This design comes from an exercise in tuning for small area, a short achievable clock period and few clock cycles per item on the open sky130 flow, not from production work.
RTL that was checked went through simulation tests only; none was proved equivalent to the original.
Power figures rest on the tool's default switching activity, not on a simulated workload.

## xenon
==> flow/design.v (excerpt) <==
module env_step_top (
    input  wire         i_clk,
    input  wire         i_rstn,
    input  wire  [31:0] i_mem_rdata,
    output logic [5:0]  o_mem_addr,
    output logic [31:0] o_mem_wdata,
    output logic        o_mem_we
);
For scale: about 1400 cells after synthesis, about 600 flip-flops, about 73 I/O pins, roughly 0.017 mm^2 of cells after synthesis.
clock: 4.5 ns
lec_check: 0
abc_clock_period_in_ps: 2200
cap_margin: 20
core_margin: 2
core_utilization: 40
setup_slack_margin: 2.0
slew_margin: 20
run.sh (not shown) runs the stock make flow with config.mk's settings and CLKGATE_MAP_FILE= SYNTH_SCRIPT=/design/flow/synth_recipe.tcl, a recipe that flattens the netlist after the stock synthesis.
xenon: all stages complete, timing, DRC and antenna checks passed
Testbench counts of xenon, summed over its fixed seeds: cycles 38,095, steps 1,600.
The following lists how fjord was set up differently from xenon:
Settings: removing ABC_CLOCK_PERIOD_IN_PS (formerly 2200); removing SETUP_SLACK_MARGIN (formerly 2.0).
==> comparison <==
- fjord packs its core looser than xenon.
- Diff fjord..xenon | area of the die | negligible
- fjord ended with every stage complete and zero timing, DRC or antenna violations.
- Summary of fjord over xenon: post-CTS setup buffer count went down by 43, cell area power density went up by 1.4%, fraction of final layout cells sized beyond drive strength 1 went down by 11 points, number of signal-net buffers in the layout went down by about 25%.
- fjord vs xenon: sum of net half-perimeters after detailed placement up by a few percent
- xenon → fjord: arrival time at the worst endpoint saw an increase; number of enable flip-flop cells after synthesis was more or less identical; required time of the critical path saw a decrease; routed wire length down 890 um.
Setup changes, fjord to garnet
Settings: putting ABC_CLOCK_PERIOD_IN_PS at 2000 where nothing was set; putting SETUP_SLACK_MARGIN at 2.5 where nothing was set.
## What came out
- Switching power summed over all nets (higher): garnet
- Delta(number of nets in the layout, garnet - fjord) > 0
- fjord tops out at a lower clock frequency than garnet.
- garnet vs fjord — number of inserted filler cells in the final layout dropped by a few percent
- Cmp garnet vs fjord: total power higher in garnet
- Final critical delay including setup and external delays for garnet is lower than for fjord.
- Diff fjord -> garnet: final critical-path setup slack rose 0.25 ns; total leakage power rose 7.7%.
- garnet vs. fjord: met3 track demand over resource picked up an extra 0.22 points, post-route fraction of the period consumed by the critical path lost 5.5 points.


The RTL this note starts from:
==> flow/design.v <==
`timescale 1ns/1ps
`default_nettype none
module env_step_top (
    input  wire         i_clk,
    input  wire         i_rstn,
    input  wire  [31:0] i_mem_rdata,
    output logic [5:0]  o_mem_addr,
    output logic [31:0] o_mem_wdata,
    output logic        o_mem_we
);
    localparam logic [5:0] ACT_ADDR  = 6'd16;
    localparam logic [5:0] FLAG_ADDR = 6'd17;
    localparam logic [5:0] OBS_ADDR  = 6'd18;
    localparam logic [5:0] RWD_ADDR  = 6'd34;
    localparam logic [5:0] DONE_ADDR = 6'd35;
    localparam logic [2:0] S_POLLF = 3'd0;  
    localparam logic [2:0] S_POLLA = 3'd1;  
    localparam logic [2:0] S_FIRST = 3'd2;  
    localparam logic [2:0] S_LOAD  = 3'd3;  
    localparam logic [2:0] S_WRITE = 3'd4;  
    localparam logic [2:0] S_RWD   = 3'd5;
    localparam logic [2:0] S_DONE  = 3'd6;
    localparam logic [2:0] S_CLEAR = 3'd7;
    logic [31:0] ring [16];
    logic [15:0] pv;       
    logic [31:0] w;        
    logic [15:0] ad;       
    logic [3:0]  ph;
    logic [2:0]  st;
    logic [3:0]  cnt;
    logic        loaded;   
    logic        ins;      
    logic [5:0]  addr_q;
    logic        we_q;
    assign o_mem_addr  = addr_q;
    assign o_mem_wdata = w;
    assign o_mem_we    = we_q;
    logic               act;
    logic [15:0]        vel_n;
    logic [15:0]        pos_n;
    logic signed [15:0] wpos;
    logic               wdone;
    logic [15:0]        ad_n;
    logic [31:0]        rwd_word;
    logic [15:0] oh_q;     
    logic [15:0] oh_nxt;   
    logic        act_q;    
    logic        first_q;  
    logic        w_step_q;
    logic [15:0] vel_p, vel_m, pos_p, pos_m;
    always_comb begin
        for (int i = 0; i < 16; i++) oh_nxt[i] = (ph == 4'((i + 15) % 16));
    end
    assign act = first_q ? |(oh_q & i_mem_rdata[15:0]) : act_q;
    function automatic logic [15:0] inc16(input logic [15:0] x);
        logic c;
        c = 1'b1;
        for (int i = 0; i < 16; i++) begin
            inc16[i] = x[i] ^ c;
            c        = c & x[i];
        end
    endfunction
    function automatic logic [15:0] dec16(input logic [15:0] x);
        logic c;
        c = 1'b1;
        for (int i = 0; i < 16; i++) begin
            dec16[i] = x[i] ^ c;
            c        = c & ~x[i];
        end
    endfunction
    assign vel_p = inc16(ring[0][15:0]);
    assign vel_m = dec16(ring[0][15:0]);
    assign pos_p = inc16(pv);
    assign pos_m = dec16(pv);
    assign vel_n = act ? vel_p : vel_m;
    assign pos_n = act ? pos_p : pos_m;
    assign wpos  = w[31:16];
    assign wdone = (wpos > 16'sd1000) || (wpos < -16'sd1000);
    always_comb begin
        ad_n = ad;
        for (int i = 0; i < 16; i++) begin
            if (st == S_WRITE && oh_q[(i + 1) % 16]) ad_n[i] = wdone;  
        end
    end
    always_comb begin
        rwd_word = '0;
        for (int i = 0; i < 16; i++) rwd_word[2*i] = ~ad_n[i];
    end
    logic        load_ad;
    logic [31:0] w_other;
    assign load_ad = (st == S_FIRST) || (st == S_LOAD && cnt == 4'd0);
    always_comb begin
        if (st == S_WRITE)    w_other = rwd_word;
        else if (st == S_RWD) w_other = {16'd0, ad};
        else                  w_other = '0;
    end
    always_ff @(posedge i_clk) begin
        for (int j = 0; j < 16; j++) ring[j] <= ring[(j + 1) % 16];
        if (ins) ring[1] <= i_mem_rdata;
        if (st == S_WRITE) ring[14] <= w;
        pv <= ring[1][31:16] + ring[1][15:0];
        if (load_ad) ad <= i_mem_rdata[15:0];
        else         ad <= ad_n;
        oh_q  <= oh_nxt;
        act_q <= |(oh_nxt & (load_ad ? i_mem_rdata[15:0] : ad));
        if (w_step_q) w <= {pos_n, vel_n};
        else        w <= w_other;
    end
    always_ff @(posedge i_clk or negedge i_rstn) begin
        if (!i_rstn) begin
            st     <= S_POLLF;
            ph     <= '0;
            cnt    <= '0;
            loaded <= 1'b0;
            ins    <= 1'b0;
            first_q  <= 1'b0;
            w_step_q <= 1'b1;
            addr_q <= FLAG_ADDR;
            we_q   <= 1'b0;
        end else begin
            ph  <= ph + 4'd1;
            ins <= (st == S_LOAD);
            first_q  <= (st == S_POLLA) && (i_mem_rdata != '0) && !(i_mem_rdata == 32'd2 || !loaded);
            w_step_q <= !((st == S_WRITE && cnt >= 4'd14) || st == S_RWD);
            case (st)
                S_POLLF: begin
                    st     <= S_POLLA;
                    addr_q <= ACT_ADDR;
                end
                S_POLLA: begin
                    if (i_mem_rdata != '0) begin
                        if (i_mem_rdata == 32'd2 || !loaded) begin
                            st     <= S_LOAD;
                            cnt    <= '0;
                            addr_q <= {2'b00, ph + 4'd4};
                        end else begin
                            st <= S_FIRST;
                        end
                    end else begin
                        st     <= S_POLLF;
                        addr_q <= FLAG_ADDR;
                    end
                end
                S_FIRST: begin
                    st     <= S_WRITE;
                    cnt    <= '0;
                    addr_q <= OBS_ADDR + {2'b00, ph};
                    we_q   <= 1'b1;
                end
                S_LOAD: begin
                    cnt    <= cnt + 4'd1;
                    addr_q <= {2'b00, ph + 4'd4};
                    if (cnt == 4'd15) begin
                        st     <= S_WRITE;
                        loaded <= 1'b1;
                        addr_q <= OBS_ADDR + {2'b00, ph};
                        we_q   <= 1'b1;
                    end
                end
                S_WRITE: begin
                    cnt    <= cnt + 4'd1;
                    addr_q <= OBS_ADDR + {2'b00, ph};
                    if (cnt == 4'd15) begin
                        st     <= S_RWD;
                        addr_q <= RWD_ADDR;
                    end
                end
                S_RWD: begin
                    st     <= S_DONE;
                    addr_q <= DONE_ADDR;
                end
                S_DONE: begin
                    st     <= S_CLEAR;
                    addr_q <= FLAG_ADDR;
                end
                default: begin  
                    st     <= S_POLLF;
                    addr_q <= FLAG_ADDR;
                    we_q   <= 1'b0;
                end
            endcase
        end
    end
endmodule
`default_nettype wire
clock: 4.5 ns
lec_check: 0
abc_clock_period_in_ps: 1700
cap_margin: 20
core_margin: 2
core_utilization: 40
setup_slack_margin: 2.8
slew_margin: 20
The first run completed without violations.
Change:
- ABC_CLOCK_PERIOD_IN_PS: 1700 -> 2000
- SETUP_SLACK_MARGIN: 2.8 -> 2.5
Flip-flop and latch count does not change.
Via count drops slightly.
Non-clock buffer count drops by 5.
Core utilization drops by 0.86 points.
Sequential share of layout area climbs by 0.90 points.
Routed wire length drops slightly.
Clock power drops by a few percent.
Die area stays the same.
Clock-buffer cell count climbs by 9.
Function was not checked in any run of this note: the RTL went through the layout flow alone.


env_step_top, a different RTL version from the one above (not shown whole).
Size in the first run: roughly 1300 cells after synthesis, about 600 flip-flops, ~73 I/O pins, about 17000 um2 of cells after synthesis.
Settings: LEC_CHECK=0, CAP_MARGIN=20, CORE_MARGIN=2, CORE_UTILIZATION=40, CTS_CLUSTER_DIAMETER=80, CTS_CLUSTER_SIZE=30, SETUP_SLACK_MARGIN=3.0, SLEW_MARGIN=20; clock period 4.5 ns.
standard.sh (not shown) runs the stock make flow with config.mk's settings and CLKGATE_MAP_FILE= SYNTH_SCRIPT=/design/flow/synth_recipe.tcl, a recipe that flattens the netlist after the stock synthesis.
==> flow/flow/run.sh <==
#!/bin/bash
# Standard synthesis, then the standard layout steps with resizing not tied to cell footprints.
set -euo pipefail
bash standard.sh synth > synth.log 2>&1
bash standard.sh MATCH_CELL_FOOTPRINT=0 finish > layout.log 2>&1
The first run finished clean.
Testbench counts at the start, summed over its fixed seeds: cycles 38,280, steps 1,600.
==> next run, changes <==
==> flow/run.sh (new file) <==
#!/bin/bash
# synth_recipe.tcl (not shown) runs the flow's synth.tcl, then flattens the netlist and writes it again
# the make line also repeats each setting of config.mk as NAME=value (left out here)
make -C /OpenROAD-flow-scripts/flow DESIGN_CONFIG=/design/flow/config.mk WORK_HOME=/design/flow/orfs CLKGATE_MAP_FILE= SYNTH_SCRIPT=/design/flow/synth_recipe.tcl finish
--- a/flow/config.mk
+++ b/flow/config.mk
@@ -7,0 +8 @@
+export ABC_AREA = 1
@@ -13 +14 @@
-export SETUP_SLACK_MARGIN = 3.0
+export SETUP_SLACK_MARGIN = 2.6
removed: flow/flow/run.sh
removed: flow/standard.sh
Result: The new run went through all stages and came out clean. Combinational power rises to 3.7 times its value. Total power increases by well over a third. Final area went down by a few percent. Routed wire length falls slightly. Global-route usage went down by 0.25 points. Maximum frequency goes up by a little under a tenth.
==> next run, changes <==
--- a/flow/config.mk
+++ b/flow/config.mk
@@ -8 +7,0 @@
-export ABC_AREA = 1
@@ -12,3 +11,3 @@
-export CTS_CLUSTER_DIAMETER = 80
-export CTS_CLUSTER_SIZE = 30
-export SETUP_SLACK_MARGIN = 2.6
+export CTS_CLUSTER_DIAMETER = 70
+export CTS_CLUSTER_SIZE = 40
+export SETUP_SLACK_MARGIN = 3.0
Effect:
- final cell count is lower by roughly a tenth
- worst setup slack is worse by 0.19 ns
- die area is lower slightly
- non-clock buffer count is higher by 57
- clock skew is higher by 0.027 ns
- maximum frequency is lower by a little under a tenth
==> next run, changes <==
--- a/flow/config.mk
+++ b/flow/config.mk
@@ -11,3 +11,3 @@
-export CTS_CLUSTER_DIAMETER = 70
-export CTS_CLUSTER_SIZE = 40
-export SETUP_SLACK_MARGIN = 3.0
+export CTS_CLUSTER_DIAMETER = 60
+export CTS_CLUSTER_SIZE = 24
+export SETUP_SLACK_MARGIN = 3.2
=> The changed run completed with no timing, DRC or antenna violations. First-iteration DRC count rises by about a fifth. Cell area falls slightly. Area after synthesis does not change. Die area stays the same. Hold slack loses 0.0031 ns. Via count rises slightly.
==> next run, changes <==
--- a/flow/config.mk
+++ b/flow/config.mk
@@ -10,4 +10,5 @@
-export CORE_UTILIZATION = 40
-export CTS_CLUSTER_DIAMETER = 60
-export CTS_CLUSTER_SIZE = 24
-export SETUP_SLACK_MARGIN = 3.2
+export CORE_UTILIZATION = 50
+export CTS_CLUSTER_DIAMETER = 80
+export CTS_CLUSTER_SIZE = 30
+export PLACE_DENSITY = 0.65
+export SETUP_SLACK_MARGIN = 3.0
After rerunning: Global-route usage climbs by 3.5 points. Synthesized cell count does not change. Setup slack degrades by 0.15 ns. Core utilization climbs by 12 points. Worst hold slack is better by 0.0081 ns. Cell count is lower by about 5%. Die area decreases by about 20%. Wire length barely changes. Combinational power grows by about 6%. Total power shrinks by 7.7%. Critical path depth goes down by 1.
==> next run, changes <==
==> flow/flow/run.sh (new file) <==
#!/bin/bash
# Standard ORFS synthesis and layout; only ABC's mapping script differs: a
# delay-targeted mapping (flow/abc_delay.script) instead of ORFS's speed script.
# Registers, their names and cell types are those of the standard synthesis.
set -euo pipefail
here=$PWD
{
  head -1 synth_recipe.tcl
  cat <<'TCL'
proc abc {args} {
  set i [lsearch -exact $args -script]
  if { $i >= 0 } { lset args [expr {$i + 1}] $::env(FLOW_ABC_SCRIPT) }
  yosys abc {*}$args
}
TCL
  tail -n +2 synth_recipe.tcl
} > my_synth.tcl
bash standard.sh SYNTH_SCRIPT=$here/my_synth.tcl FLOW_ABC_SCRIPT=$here/flow/abc_delay.script synth > synth.log 2>&1
bash standard.sh finish > layout.log 2>&1
==> flow/flow/abc_delay.script (new file) <==
&get -n
&st
&dch
&nf -D 1500
&put
buffer -c
topo
stime -c
upsize -c -D 1500
dnsize -c -D 1500
==> flow/standard.sh (new file) <==
#!/bin/bash
# synth_recipe.tcl (not shown) runs the flow's synth.tcl, then flattens the netlist and writes it again
# the make line also repeats each setting of config.mk as NAME=value (left out here)
make -C /OpenROAD-flow-scripts/flow DESIGN_CONFIG=/design/flow/config.mk WORK_HOME=/design/flow/orfs CLKGATE_MAP_FILE= SYNTH_SCRIPT=/design/flow/synth_recipe.tcl "${@:-finish}"
--- a/flow/config.mk
+++ b/flow/config.mk
@@ -10 +10 @@
-export CORE_UTILIZATION = 50
+export CORE_UTILIZATION = 40
@@ -13 +12,0 @@
-export PLACE_DENSITY = 0.65
removed: flow/run.sh
=>
- The changed run completed with no timing, DRC or antenna violations
- combinational power came out higher by 60%
- via count came out lower by 3.7%
- final area hardly moves


== run 1 ==
env_step_top, a different RTL version from the one above (not shown whole).
Size: about 1,600 cells after synthesis, ~620 flip-flops, ~73 I/O pins.
// env_step_top
module env_step_top (
    input  wire         i_clk,
    input  wire         i_rstn,
    input  wire  [31:0] i_mem_rdata,
    output logic [5:0]  o_mem_addr,
    output logic [31:0] o_mem_wdata,
    output logic        o_mem_we
);
    localparam logic [5:0] ACT_ADDR  = 6'd16;
    localparam logic [5:0] FLAG_ADDR = 6'd17;
    localparam logic [5:0] OBS_ADDR  = 6'd18;
    localparam logic [5:0] RWD_ADDR  = 6'd34;
    localparam logic [5:0] DONE_ADDR = 6'd35;
    localparam logic [3:0] S_POLLA0  = 4'd7;  
    localparam logic [3:0] S_POLLF   = 4'd1;  
    localparam logic [3:0] S_POLLA   = 4'd2;  
    localparam logic [3:0] S_LOAD    = 4'd3;  
    localparam logic [3:0] S_WRITE   = 4'd4;  
    localparam logic [3:0] S_RWD     = 4'd5;
    localparam logic [3:0] S_DONE    = 4'd6;
    localparam logic [3:0] S_CLEAR   = 4'd0;
    localparam logic [3:0] S_RA      = 4'd8;   
    localparam logic [3:0] S_RB      = 4'd9;   
    localparam logic [3:0] S_RESTART = 4'd10;  
    logic [31:0] ring [16];
    logic [15:0] v1;        
    logic [31:0] w;         
    logic [15:0] ad;        
    logic [15:0] oh;        
    logic [15:0] oh_nxt;    
    logic [15:0] oh_nxt2;   
    logic        act_q;     
    logic        w_step_q;  
    logic        verify_q;  
    logic [3:0]  ph;
    logic [3:0]  st;
    logic [3:0]  cnt;
    logic        loaded;    
    logic        ins;       
    logic [5:0]  addr_q;
    logic        we_q;
    assign o_mem_addr  = addr_q;
    assign o_mem_wdata = w;
    assign o_mem_we    = we_q;
    function automatic logic [15:0] inc16(input logic [15:0] x);
        for (int i = 0; i < 16; i++) inc16[i] = x[i] ^ (&(x | ~((16'd1 << i) - 16'd1)));
    endfunction
  ...
==> flow/config.mk <==
export PLATFORM = sky130hd
export DESIGN_NAME = env_step_top
export DESIGN_NICKNAME = env_step_top
export VERILOG_FILES = /design/flow/design.v
export SDC_FILE = /design/flow/constraint.sdc
export NUM_CORES = 4
export LEC_CHECK = 0
export ABC_AREA = 1
export CAP_MARGIN = 20
export CORE_MARGIN = 2
export CORE_UTILIZATION = 60
export CTS_CLUSTER_DIAMETER = 70
export CTS_CLUSTER_SIZE = 25
export SETUP_SLACK_MARGIN = 2.5
export SLEW_MARGIN = 20
==> flow/constraint.sdc <==
create_clock -name core_clock -period 4.5 [get_ports {i_clk}]
set_input_delay 0.9000 -clock core_clock [delete_from_list [all_inputs] [get_ports {i_clk}]]
set_output_delay 0.9000 -clock core_clock [all_outputs]
set_load 0.01 [all_outputs]
run.sh (not shown) runs the stock make flow with config.mk's settings and CLKGATE_MAP_FILE= SYNTH_SCRIPT=/design/flow/synth_recipe.tcl, a recipe that flattens the netlist after the stock synthesis.
Stock flow here: none of the scripts above is used.
Testbench counts of run 1, summed over its fixed seeds: cycles 38,473, steps 1,600.
The inputs of run 2 differ from those of run 1 as listed below.
Settings: changing CTS_CLUSTER_SIZE from 25 to 30; changing CTS_CLUSTER_DIAMETER from 70 to 80; changing CORE_UTILIZATION from 60 to 55.
Notes after the runs:
No stage failed in run 2, and the final checks on the layout all came back clean. Run 2 vs. run 1: post-synthesis async set-or-reset flop share neither gained nor lost much; die area grew by about 9%; delay of the slowest critical-path stage +20 ps; worst setup slack did not really move. Run 1 → run 2: layout overhead on the synthesized area +1.5 points; post-route total power ~0 delta; finished layout cell area +250 um2; combinational group share of total power +1.1 points. On portion of the clock cycle consumed by the worst path in the final layout, run 2 and run 1 are neck and neck.
--- input diff run 2..run 3 ---
Settings: CORE_UTILIZATION changed from 55 to 70.
## What came out
Run 3 vs run 2 on number of buffers inserted to repair setup after CTS: run 3 is the higher one.
STATUS overall die area: run 3 wins against run 2
Non-clock buffer count grows by more than 10% when moving from run 2 to run 3.
Setup changes, run 3 to run 4
Settings: swapping 70 for 60 in CORE_UTILIZATION; swapping 2.5 for 2.6 in SETUP_SLACK_MARGIN.
### Flow results
- Summary — register-to-register slack, run 4 relative to run 3: higher, by 150 ps.
- Of run 3 and run 4, the run reporting the higher part of the power in the clock network was run 3.
- Against run 3, run 4 reports a design area that is higher.
- Looking at the reports, run 4 completed the entire flow and the layout it produced met the timing, design-rule and antenna checks.
- Run 3 completed every stage of the flow, and the final layout passed the timing, design-rule and antenna checks.
- Side by side, via count of the routed design turned out lower in run 4 than in run 3.
- Clock-buffer cell count (lower): run 4
- Per the comparison of run 4 with run 3, sum of routed wire length over all layers decreased by 14% relative to the old numbers; power has decreased; clock network power saw a decrease; die area has increased; fmax increased about 5.4%.

## separate check: timing with driven ports
No port has a modelled driver above. Below, the same layouts with a new extraction and two added sets of constraints. Step 1 assumes that a clkbuf_16 drives the clock port and a buf_2 every other input. Step 2 adds t to the input delays and takes it off the output delays; t is the mean of the earliest and latest rising clock arrival at the registers after step 1. Input paths then give back, and output paths get back, about the clock's delay inside the block. Slacks: ideal ports / drivers / drivers and shift; pairs: ideal ports / drivers.
run	t (ns)	setup WS [ns]	worst data-port slew with drivers (ns)	pins driven straight from the clock port
xenon	0.647	0.940 / 0.940 / 0.389	0.06	1
fjord	0.645	0.719 / 0.744 / 0.099	0.04	1
garnet	0.649	0.967 / 0.967 / 0.392	0.05	1
the first run of note 2	0.639	2.024 / 2.024 / 1.552	0.09	1
the second run of note 2	0.641	2.062 / 2.062 / 1.557	0.11	1
the first run of note 3	0.632	2.317 / 2.317 / 1.759	0.07	1
the second run of note 3	0.635	2.484 / 2.430 / 2.077	0.08	1
the third run of note 3	0.634	2.298 / 2.265 / 1.631	0.08	1
the fourth run of note 3	0.593	2.372 / 2.366 / 1.773	0.09	1
the fifth run of note 3	0.619	2.223 / 2.223 / 1.726	0.06	1
the sixth run of note 3	0.625	2.354 / 2.380 / 1.754	0.07	1
run 1	0.633	2.510 / 2.457 / 1.940	0.07	1
run 2	0.609	2.512 / 2.461 / 1.992	0.07	1
run 3	0.606	2.419 / 2.427 / 1.821	0.07	1
run 4	0.619	2.525 / 2.474 / 2.038	0.07	1
After both steps setup and hold are still met in every run listed. For the third run of note 3, which loses most, drivers alone change the setup slack by -0.033 ns; drivers and shift together by -0.667 ns.
